Background: an optimization exercise with open tools, aiming at small area. Do not read the settings as production practice.
In this exercise RTL edits were held to simulation tests only and were not proved equivalent to the original.
Power is estimated from default activity; no workload was simulated.

==> flow/design.v <==
`default_nettype none
package brs_pkg;
   parameter int DATA_LEN     = 32;
   parameter int ADDR_LEN     = 32;
   parameter int RRF_SEL      = 6;
   parameter int SPECTAG_LEN  = 5;   
   parameter int ALU_OP_WIDTH = 4;
   parameter int OPCODE_LEN   = 7;
   parameter int PAYLOAD_W = ADDR_LEN + DATA_LEN + RRF_SEL + 1 + ALU_OP_WIDTH + SPECTAG_LEN
                             + OPCODE_LEN;
   parameter int RESULT_W  = DATA_LEN + RRF_SEL + 1;
   parameter int DEF_ENT_NUM    = 4;
   parameter int DEF_NUM_RESULT = 3;
   typedef struct packed {
      logic [ADDR_LEN-1:0]     pc;
      logic [DATA_LEN-1:0]     imm;
      logic [RRF_SEL-1:0]      rrftag;
      logic                    dstval;
      logic [ALU_OP_WIDTH-1:0] alu_op;
      logic [SPECTAG_LEN-1:0]  spectag;
      logic [OPCODE_LEN-1:0]   opcode;
   } rs_payload_t;
   typedef struct packed {
      rs_payload_t         payload;
      logic [DATA_LEN-1:0] src1;      
      logic [DATA_LEN-1:0] src2;
      logic                valid1;
      logic                valid2;
      logic                specbit;
   } rs_write_t;
   typedef struct packed {
      logic [DATA_LEN-1:0] data;
      logic [RRF_SEL-1:0]  dst;
      logic                kill_spec;
   } result_t;
endpackage
`default_nettype wire
`timescale 1ns/1ns
`default_nettype none
import brs_pkg::*;
module operand_wakeup #(
   parameter int NUM_RESULT = brs_pkg::DEF_NUM_RESULT
) (
   input  logic [brs_pkg::DATA_LEN-1:0] opr,
   input  logic                         opr_rdy,
   input  logic [NUM_RESULT*brs_pkg::RESULT_W-1:0] result,    
   output logic [brs_pkg::DATA_LEN-1:0] src,
   output logic                         resolved
);
   logic [RRF_SEL-1:0] tag;
   brs_pkg::result_t   r;
   assign tag = opr[RRF_SEL-1:0];
   always_comb begin
      src      = opr;
      resolved = opr_rdy;
      r        = '0;
      if (!opr_rdy) begin
         for (int i = 0; i < NUM_RESULT; i++) begin
            r = result[i*RESULT_W +: RESULT_W];
            if (!r.kill_spec && (r.dst == tag)) begin
               src      = r.data;
               resolved = 1'b1;
            end
         end
      end
   end
endmodule
`default_nettype wire
`timescale 1ns/1ns
`default_nettype none
import brs_pkg::*;
module brs_entry #(
   parameter int NUM_RESULT = brs_pkg::DEF_NUM_RESULT
) (
   input  logic                         clk,
   input  logic                         reset,
   input  logic                         busy,
   input  logic                         we,
   input  brs_pkg::rs_write_t           wdata,
   input  logic [NUM_RESULT*brs_pkg::RESULT_W-1:0] result,
   output logic [brs_pkg::DATA_LEN-1:0] ex_src1,
   output logic [brs_pkg::DATA_LEN-1:0] ex_src2,
   output logic                         ready,
   output brs_pkg::rs_payload_t         payload
);
   logic [DATA_LEN-1:0] src1;
   logic [DATA_LEN-1:0] src2;
   logic                valid1;
   logic                valid2;
   logic [DATA_LEN-1:0] src1_next;
   logic [DATA_LEN-1:0] src2_next;
   logic                valid1_next;
   logic                valid2_next;
   operand_wakeup #(.NUM_RESULT(NUM_RESULT)) u_wake1 (
      .opr      (src1),
      .opr_rdy  (valid1),
      .result   (result),
      .src      (src1_next),
      .resolved (valid1_next)
   );
   operand_wakeup #(.NUM_RESULT(NUM_RESULT)) u_wake2 (
      .opr      (src2),
      .opr_rdy  (valid2),
      .result   (result),
      .src      (src2_next),
      .resolved (valid2_next)
   );
   assign ex_src1 = src1_next;
   assign ex_src2 = src2_next;
   assign ready   = busy & valid1 & valid2;
   always_ff @(posedge clk) begin
      if (reset) begin
         valid1 <= 1'b0;
         valid2 <= 1'b0;
      end else if (we) begin
         valid1 <= wdata.valid1;
         valid2 <= wdata.valid2;
      end else begin
         valid1 <= valid1_next;
         valid2 <= valid2_next;
      end
   end
   always_ff @(posedge clk) begin
      if (we) begin
         payload <= wdata.payload;
         src1    <= wdata.src1;
         src2    <= wdata.src2;
      end else begin
         src1 <= src1_next;   
         src2 <= src2_next;
      end
   end
endmodule
`default_nettype wire
`timescale 1ns/1ns
`default_nettype none
module brs_status #(
   parameter int ENT_NUM = brs_pkg::DEF_ENT_NUM
) (
   input  logic                            clk,
   input  logic                            reset,
   input  logic                            we1,
   input  logic                            we2,
   input  logic [$clog2(ENT_NUM)-1:0]      waddr1,
   input  logic [$clog2(ENT_NUM)-1:0]      waddr2,
   input  logic                            wspecbit1,
   input  logic                            wspecbit2,
   input  logic                            clearbusy,
   input  logic [$clog2(ENT_NUM)-1:0]      issueaddr,
   input  logic                            prmiss,
   input  logic                            prsuccess,
   input  logic [brs_pkg::SPECTAG_LEN-1:0] prtag,
   input  logic [brs_pkg::SPECTAG_LEN-1:0] specfixtag,
   input  logic [ENT_NUM*brs_pkg::SPECTAG_LEN-1:0] ent_spectag,    
   output logic [ENT_NUM-1:0]              busyvec,
   output logic [ENT_NUM-1:0]              prbusyvec_next,
   output logic                            specbit
);
   logic [ENT_NUM-1:0] specbitvec;
   logic [ENT_NUM-1:0] specbitvec_next;
   logic [ENT_NUM-1:0] survive;     
   logic [ENT_NUM-1:0] keep_spec;
   always_comb begin
      for (int i = 0; i < ENT_NUM; i++) begin
         survive[i]   = (ent_spectag[i*brs_pkg::SPECTAG_LEN +: brs_pkg::SPECTAG_LEN] & specfixtag) == '0;
         keep_spec[i] = ent_spectag[i*brs_pkg::SPECTAG_LEN +: brs_pkg::SPECTAG_LEN] != prtag;
      end
   end
   assign prbusyvec_next  = busyvec & survive;
   assign specbitvec_next = specbitvec & keep_spec;
   assign specbit = prsuccess ? specbitvec_next[issueaddr] : specbitvec[issueaddr];
   always_ff @(posedge clk) begin
      if (reset) begin
         busyvec    <= '0;
         specbitvec <= '0;
      end else if (prmiss) begin
         busyvec    <= prbusyvec_next;
         specbitvec <= '0;
      end else if (prsuccess) begin
         specbitvec <= specbitvec_next;
         if (clearbusy) begin
            busyvec[issueaddr] <= 1'b0;
         end
      end else begin
         if (we1) begin
            busyvec[waddr1]    <= 1'b1;
            specbitvec[waddr1] <= wspecbit1;
         end
         if (we2) begin
            busyvec[waddr2]    <= 1'b1;
            specbitvec[waddr2] <= wspecbit2;
         end
         if (clearbusy) begin
            busyvec[issueaddr] <= 1'b0;
         end
      end
   end
endmodule
`default_nettype wire
`timescale 1ns/1ns
`default_nettype none
import brs_pkg::*;
module branch_rs #(
   parameter int ENT_NUM    = brs_pkg::DEF_ENT_NUM,
   parameter int NUM_RESULT = brs_pkg::DEF_NUM_RESULT
) (
   input  logic                            clk,
   input  logic                            reset,
   input  logic                            we1,
   input  logic                            we2,
   input  logic [$clog2(ENT_NUM)-1:0]      waddr1,
   input  logic [$clog2(ENT_NUM)-1:0]      waddr2,
   input  brs_pkg::rs_write_t              wdata1,
   input  brs_pkg::rs_write_t              wdata2,
   input  logic [NUM_RESULT*brs_pkg::RESULT_W-1:0] result,
   input  logic                            clearbusy,
   input  logic [$clog2(ENT_NUM)-1:0]      issueaddr,
   input  logic                            prmiss,
   input  logic                            prsuccess,
   input  logic [brs_pkg::SPECTAG_LEN-1:0] prtag,
   input  logic [brs_pkg::SPECTAG_LEN-1:0] specfixtag,
   output logic [ENT_NUM-1:0]              busyvec,
   output logic [ENT_NUM-1:0]              prbusyvec_next,
   output logic [ENT_NUM-1:0]              ready,
   output logic [brs_pkg::DATA_LEN-1:0]    ex_src1,
   output logic [brs_pkg::DATA_LEN-1:0]    ex_src2,
   output brs_pkg::rs_payload_t            payload,
   output logic                            specbit
);
   localparam int ENT_SEL = $clog2(ENT_NUM);
   logic [ENT_NUM*DATA_LEN-1:0]    ent_src1;
   logic [ENT_NUM*DATA_LEN-1:0]    ent_src2;
   logic [ENT_NUM*PAYLOAD_W-1:0]   ent_payload;
   logic [ENT_NUM*SPECTAG_LEN-1:0] ent_spectag;
   for (genvar e = 0; e < ENT_NUM; e++) begin : g_ent
      logic        sel1;
      logic        sel2;
      brs_pkg::rs_write_t   wdata;
      brs_pkg::rs_payload_t pl;
      assign sel1  = we1 && (waddr1 == ENT_SEL'(e));
      assign sel2  = we2 && (waddr2 == ENT_SEL'(e));
      assign wdata = sel1 ? wdata1 : wdata2;
      brs_entry #(.NUM_RESULT(NUM_RESULT)) u_ent (
         .clk     (clk),
         .reset   (reset),
         .busy    (busyvec[e]),
         .we      (sel1 | sel2),
         .wdata   (wdata),
         .result  (result),
         .ex_src1 (ent_src1[e*DATA_LEN +: DATA_LEN]),
         .ex_src2 (ent_src2[e*DATA_LEN +: DATA_LEN]),
         .ready   (ready[e]),
         .payload (pl)
      );
      assign ent_payload[e*PAYLOAD_W +: PAYLOAD_W]     = pl;
      assign ent_spectag[e*SPECTAG_LEN +: SPECTAG_LEN] = pl.spectag;
   end
   brs_status #(.ENT_NUM(ENT_NUM)) u_status (
      .clk            (clk),
      .reset          (reset),
      .we1            (we1),
      .we2            (we2),
      .waddr1         (waddr1),
      .waddr2         (waddr2),
      .wspecbit1      (wdata1.specbit),
      .wspecbit2      (wdata2.specbit),
      .clearbusy      (clearbusy),
      .issueaddr      (issueaddr),
      .prmiss         (prmiss),
      .prsuccess      (prsuccess),
      .prtag          (prtag),
      .specfixtag     (specfixtag),
      .ent_spectag    (ent_spectag),
      .busyvec        (busyvec),
      .prbusyvec_next (prbusyvec_next),
      .specbit        (specbit)
   );
   assign ex_src1 = ent_src1[issueaddr*DATA_LEN +: DATA_LEN];
   assign ex_src2 = ent_src2[issueaddr*DATA_LEN +: DATA_LEN];
   assign payload = ent_payload[issueaddr*PAYLOAD_W +: PAYLOAD_W];
endmodule
`default_nettype wire
`timescale 1ns/1ns
`default_nettype none
module brs_top (
   input  wire          clk,
   input  wire          reset,
   input  wire          we1,
   input  wire          we2,
   input  wire [1:0]    waddr1,
   input  wire [1:0]    waddr2,
   input  wire [153:0]  wdata1,
   input  wire [153:0]  wdata2,
   input  wire [116:0]  result,
   input  wire          clearbusy,
   input  wire [1:0]    issueaddr,
   input  wire          prmiss,
   input  wire          prsuccess,
   input  wire [4:0]    prtag,
   input  wire [4:0]    specfixtag,
   output wire [3:0]    busyvec,
   output wire [3:0]    prbusyvec_next,
   output wire [3:0]    ready,
   output wire [31:0]   ex_src1,
   output wire [31:0]   ex_src2,
   output wire [86:0]   payload,
   output wire          specbit
);
   brs_pkg::rs_payload_t pl;
   assign payload = pl;
   branch_rs #(.ENT_NUM(4), .NUM_RESULT(3)) u_brs (
      .clk            (clk),
      .reset          (reset),
      .we1            (we1),
      .we2            (we2),
      .waddr1         (waddr1),
      .waddr2         (waddr2),
      .wdata1         (wdata1),
      .wdata2         (wdata2),
      .result         (result),
      .clearbusy      (clearbusy),
      .issueaddr      (issueaddr),
      .prmiss         (prmiss),
      .prsuccess      (prsuccess),
      .prtag          (prtag),
      .specfixtag     (specfixtag),
      .busyvec        (busyvec),
      .prbusyvec_next (prbusyvec_next),
      .ready          (ready),
      .ex_src1        (ex_src1),
      .ex_src2        (ex_src2),
      .payload        (pl),
      .specbit        (specbit)
   );
endmodule
`default_nettype wire
==> flow/run.sh <==
#!/bin/bash
# synth_recipe.tcl (not shown) runs the flow's synth.tcl, then flattens the netlist and writes it again
# the make line also repeats each setting of config.mk as NAME=value (left out here)
make -C /OpenROAD-flow-scripts/flow DESIGN_CONFIG=/design/flow/config.mk WORK_HOME=/design/flow/orfs CLKGATE_MAP_FILE= SYNTH_SCRIPT=/design/flow/synth_recipe.tcl finish
==> flow/config.mk <==
export PLATFORM = sky130hd
export DESIGN_NAME = brs_top
export DESIGN_NICKNAME = brs_top
export VERILOG_FILES = /design/flow/design.v
export SDC_FILE = /design/flow/constraint.sdc
export NUM_CORES = 4
export LEC_CHECK = 0
export CAP_MARGIN = 20
export CORE_MARGIN = 2
export CORE_UTILIZATION = 40
export SETUP_SLACK_MARGIN = 0.2
export SLEW_MARGIN = 20
==> flow/constraint.sdc <==
create_clock -name core_clock -period 5.0 [get_ports {clk}]
set_input_delay 1.0000 -clock core_clock [delete_from_list [all_inputs] [get_ports {clk}]]
set_output_delay 1.0000 -clock core_clock [all_outputs]
set_load 0.01 [all_outputs]
==> impl_metrics.ini <==
[run_status]
outcome = complete, no violations

[floorplan]
rows = 114
pin_count = 612
die_x_um = 317
core_um2 = 96900
initial_core_util = 0.404
dieArea_um2 = 100000
die_h_um = 317

[global_route]
antenna_found_initial = 41
grt_usage = 0.382
grt_pass1_vias = 38281
grt_start_max_net_pins = 127
grt_overflow = 0
grt_pass1_wl_um = 277000

[timing]
hold_viol_final = 0
timing.fmax_mhz = 210
drv_slew = 0
fin_skew_ns = 0.0404
finalCritPeriodShare = 0.953
holdWs_ns = 0.536
relSlewSlack = 0.230
setup_viol = 0
worst_pin_slew_ns = 1.16
rsz0062_at_grt = true
min_period_ns = 4.76

[synthesis]
yosysWarnings = 3
synth_area_leaders = edfxtp_1, dfxtp_1, mux2_2, o221ai_1, mux4_2
synthCells = 3797
synth_edf_count = 348
yosys.area.top_type = edfxtp_1
synth.cell_area_um2 = 39100
yosysSeqAreaShare = 0.406
syn_avg_cell_area_um2 = 10.3
yosysTopAreaCellShare = 0.267
ys.flop_type = edfxtp_1
syn_nets = 4261
async_flop_share = 0
ys_seq_elements = 620
synth_cell_types = 76

[worst_setup_path]
critical-path-max-stage-delay_ns = 0.38
worstPathArrival_ns = 5.32
endpoint_kind = flop
required_ns = 5.56
startpoint_type = input port
reg2reg_from = u_brs.g_ent[3].u_ent.src2[0]
worstPathMaxFanout = 6
rrSetupSlack_ns = 0.29
worst_r2r_path_depth = 30
r2r_end = u_brs.g_ent[3].u_ent.valid2
critPathMostFrequentCell = buf_4
crit_path_top_delay_cell = nor4_2
critPathKind = in2reg

[hold_path]
worstHoldStart = u_brs.g_ent[2].u_ent.src2[19]
hold_end = u_brs.g_ent[2].u_ent.src2[19]
min_path_cells = 2
hold_class = reg2reg

[final_layout]
nets = 5110
drive_gt1_frac = 0.290
final_common_cell = clkdlybuf4s50_1
syn_to_final_growth_pct = 38.5
fin_area_um2 = 54200
mostFrequentLayoutCells = clkdlybuf4s50_1, buf_4, mux2_2
nFillCells = 8569

[pwr]
irDropWorstVdd_mv = 0.284
leakage_nw = 21.4
power_density_nw_per_um2 = 356

[placement]
gp_congestion = 1.02
dp_hpwl_um = 136000
portBuffers = 611
place_area_um2 = 50100

[clock_network]
root_buffer = clkbuf_16
htreeDepth = 3
cts_tree = yes
clock_path_buffers = 3
cts.sinks = 620
numCtsBuffers = 75
path_clk_slew_ns = 0.05
insertion_delay_ns = 0.67

[detailed_routing]
ant_nets = 0
wl_per_cell_um = 33.0
vias_per_cell = 6.41
drc = 0
via_count = 38431
drt_iter0_markers = 4421
totalWireLength_um = 198000
drtPass1Iterations = 6

[run]
cap_violations = 0
## sequential cells by signal, indices dropped and copies added (netlist names)
register,count
u_brs.g_ent.u_ent.src2,128
u_brs.u_status.specbitvec,4
u_brs.g_ent.u_ent.payload,348
u_brs.u_status.busyvec,4
u_brs.g_ent.u_ent.valid2,4
u_brs.g_ent.u_ent.src1,128
u_brs.g_ent.u_ent.valid1,4
## power by group
group          switching, W  total [W]  leakage, nW  internal (W)
logic               0.00337    0.00667         14.7       0.00330
clock network       0.00241    0.00561         1.20       0.00320
registers          0.000647    0.00700         5.54       0.00635
total               0.00643     0.0193         21.4        0.0129
## area by class of cell
type | instances | area, µm² | share of cell area
Antenna cell | 18 | 45.0 | 0.000831
Clock buffer | 98 | 2060 | 0.0381
Clock inverter | 34 | 418 | 0.00771
Inverter | 54 | 213 | 0.00393
Multi-Input combinational cell | 2704 | 22300 | 0.412
Sequential cell | 620 | 15900 | 0.293
Tap cell | 1276 | 1600 | 0.0295
Timing Repair Buffer | 1191 | 11600 | 0.215
## critical path: cells and delay by family
kind                      cells  cell delay, ns
xor gates and xnor gates      1            0.16
buffers and inverters        26            3.35
and+or+nand+nor               4            0.63
AOI/OAI and AO/OA             1            0.18
## routing by layer
| metal | routed length (µm) | global-route usage | part of all wire |
|---|---|---|---|
| met4 | 13300 | 0.223 | 0.067 |
| met3 | 22100 | 0.120 | 0.11 |
| met2 | 87000 | 0.590 | 0.44 |
| met1 | 74900 | 0.470 | 0.38 |
| met5 | 290 | 0 | 0.0015 |
## timing repair
action                     CTS  global route
hold buffers                 0             0
setup endpoints to repair   64            65
buffers inserted            60            16
pin swaps                   83            39
resized for setup          342            61
gates cloned                 3             1
## cells by family after synthesis
family,Yosys count,share of synthesized area
AOI/OAI and AO/OA,1305,0.232
DFF,620,0.406
muxes,610,0.195
and+or+nand+nor,609,0.0760
buffers and inverters,473,0.0490
xor gates and xnor gates,164,0.0367
adders and majority gates,16,0.00512
## per-stage QoR
| step | setup slack [ns] | power, W | utilization | setup TNS, ns | std cells |
|---|---|---|---|---|---|
| 6_report | 0.236 | 0.0193 | 0.560 | 0 | 5995 |
| 4_1_cts | 0.125 | 0.0191 | 0.555 | 0 | 5960 |
| 5_1_grt | 0.158 | 0.0199 | 0.559 | 0 | 5992 |
| 3_5_place_dp | -0.431 | 0.0133 | 0.517 | -13.27 | 5765 |
| 3_3_place_gp | -0.450 | 0.0133 | 0.517 | -14.09 | 5765 |
| 2_1_floorplan | 0.881 | 0.00999 | - | 0 | 3797 |
## worst max path at each step
stage | start | end | slack [ns]
after global routing | u_brs.g_ent[3].u_ent.src2[0] | u_brs.g_ent[3].u_ent.valid2 | 0.16
final | result[3] | u_brs.g_ent[3].u_ent.valid2 | 0.24
after detailed placement | result[44] | ex_src1[4] | -0.43
after floorplan | waddr1[0] | u_brs.g_ent[2].u_ent.valid1 | 0.88
after CTS | result[5] | ex_src2[2] | 0.13
after global placement | result[44] | ex_src1[4] | -0.45
## synth_stat cells, types with 14 or more instances
cell and n:
mux4_2 87, nand2b_1 33, clkbuf_1 303, inv_1 54, a211oi_1 130, buf_4 15
mux2_2 349, a22o_1 154, xnor2_1 53, edfxtp_1 348, mux2i_1 174, a221oi_1 23
nor4_1 16, nor2_1 93, and3_1 101, a21oi_1 348, o21ai_0 163, xor2_1 111
nand3_1 44, o22ai_1 65, o221ai_1 238, a22oi_1 89, ha_1 16, buf_2 39
buf_1 52, dfxtp_1 272, nand2_1 243, nor3_1 14

-- afterwards: timing with drivers on the ports --
The results above use ideal ports. As a check the final layout listed here was re-extracted and re-timed, cells and wires unchanged. Step 1: set_driving_cell puts a clkbuf_16 on clk and a buf_2 on each other input, an assumption about the parent block. Step 2 also shifts input and output timing later by t, the mid clock arrival at the registers, as if the neighbouring blocks saw the same clock. Three values: ideal, step 1, step 2; two values: the first two.
t, ns: 0.722
slack for setup (ns): 0.236 / 0.236 / -0.438
worst hold slack (ns): 0.536 / 0.536 / 0.536
worst setup path at the end: input to register
slew at the worst register clock pin (ns): 0.07 / 0.07
With both steps, setup timing fails in this run, where it was met with ideal ports. For this run, drivers alone change the setup slack by 0.000 ns; drivers and shift together by -0.674 ns.
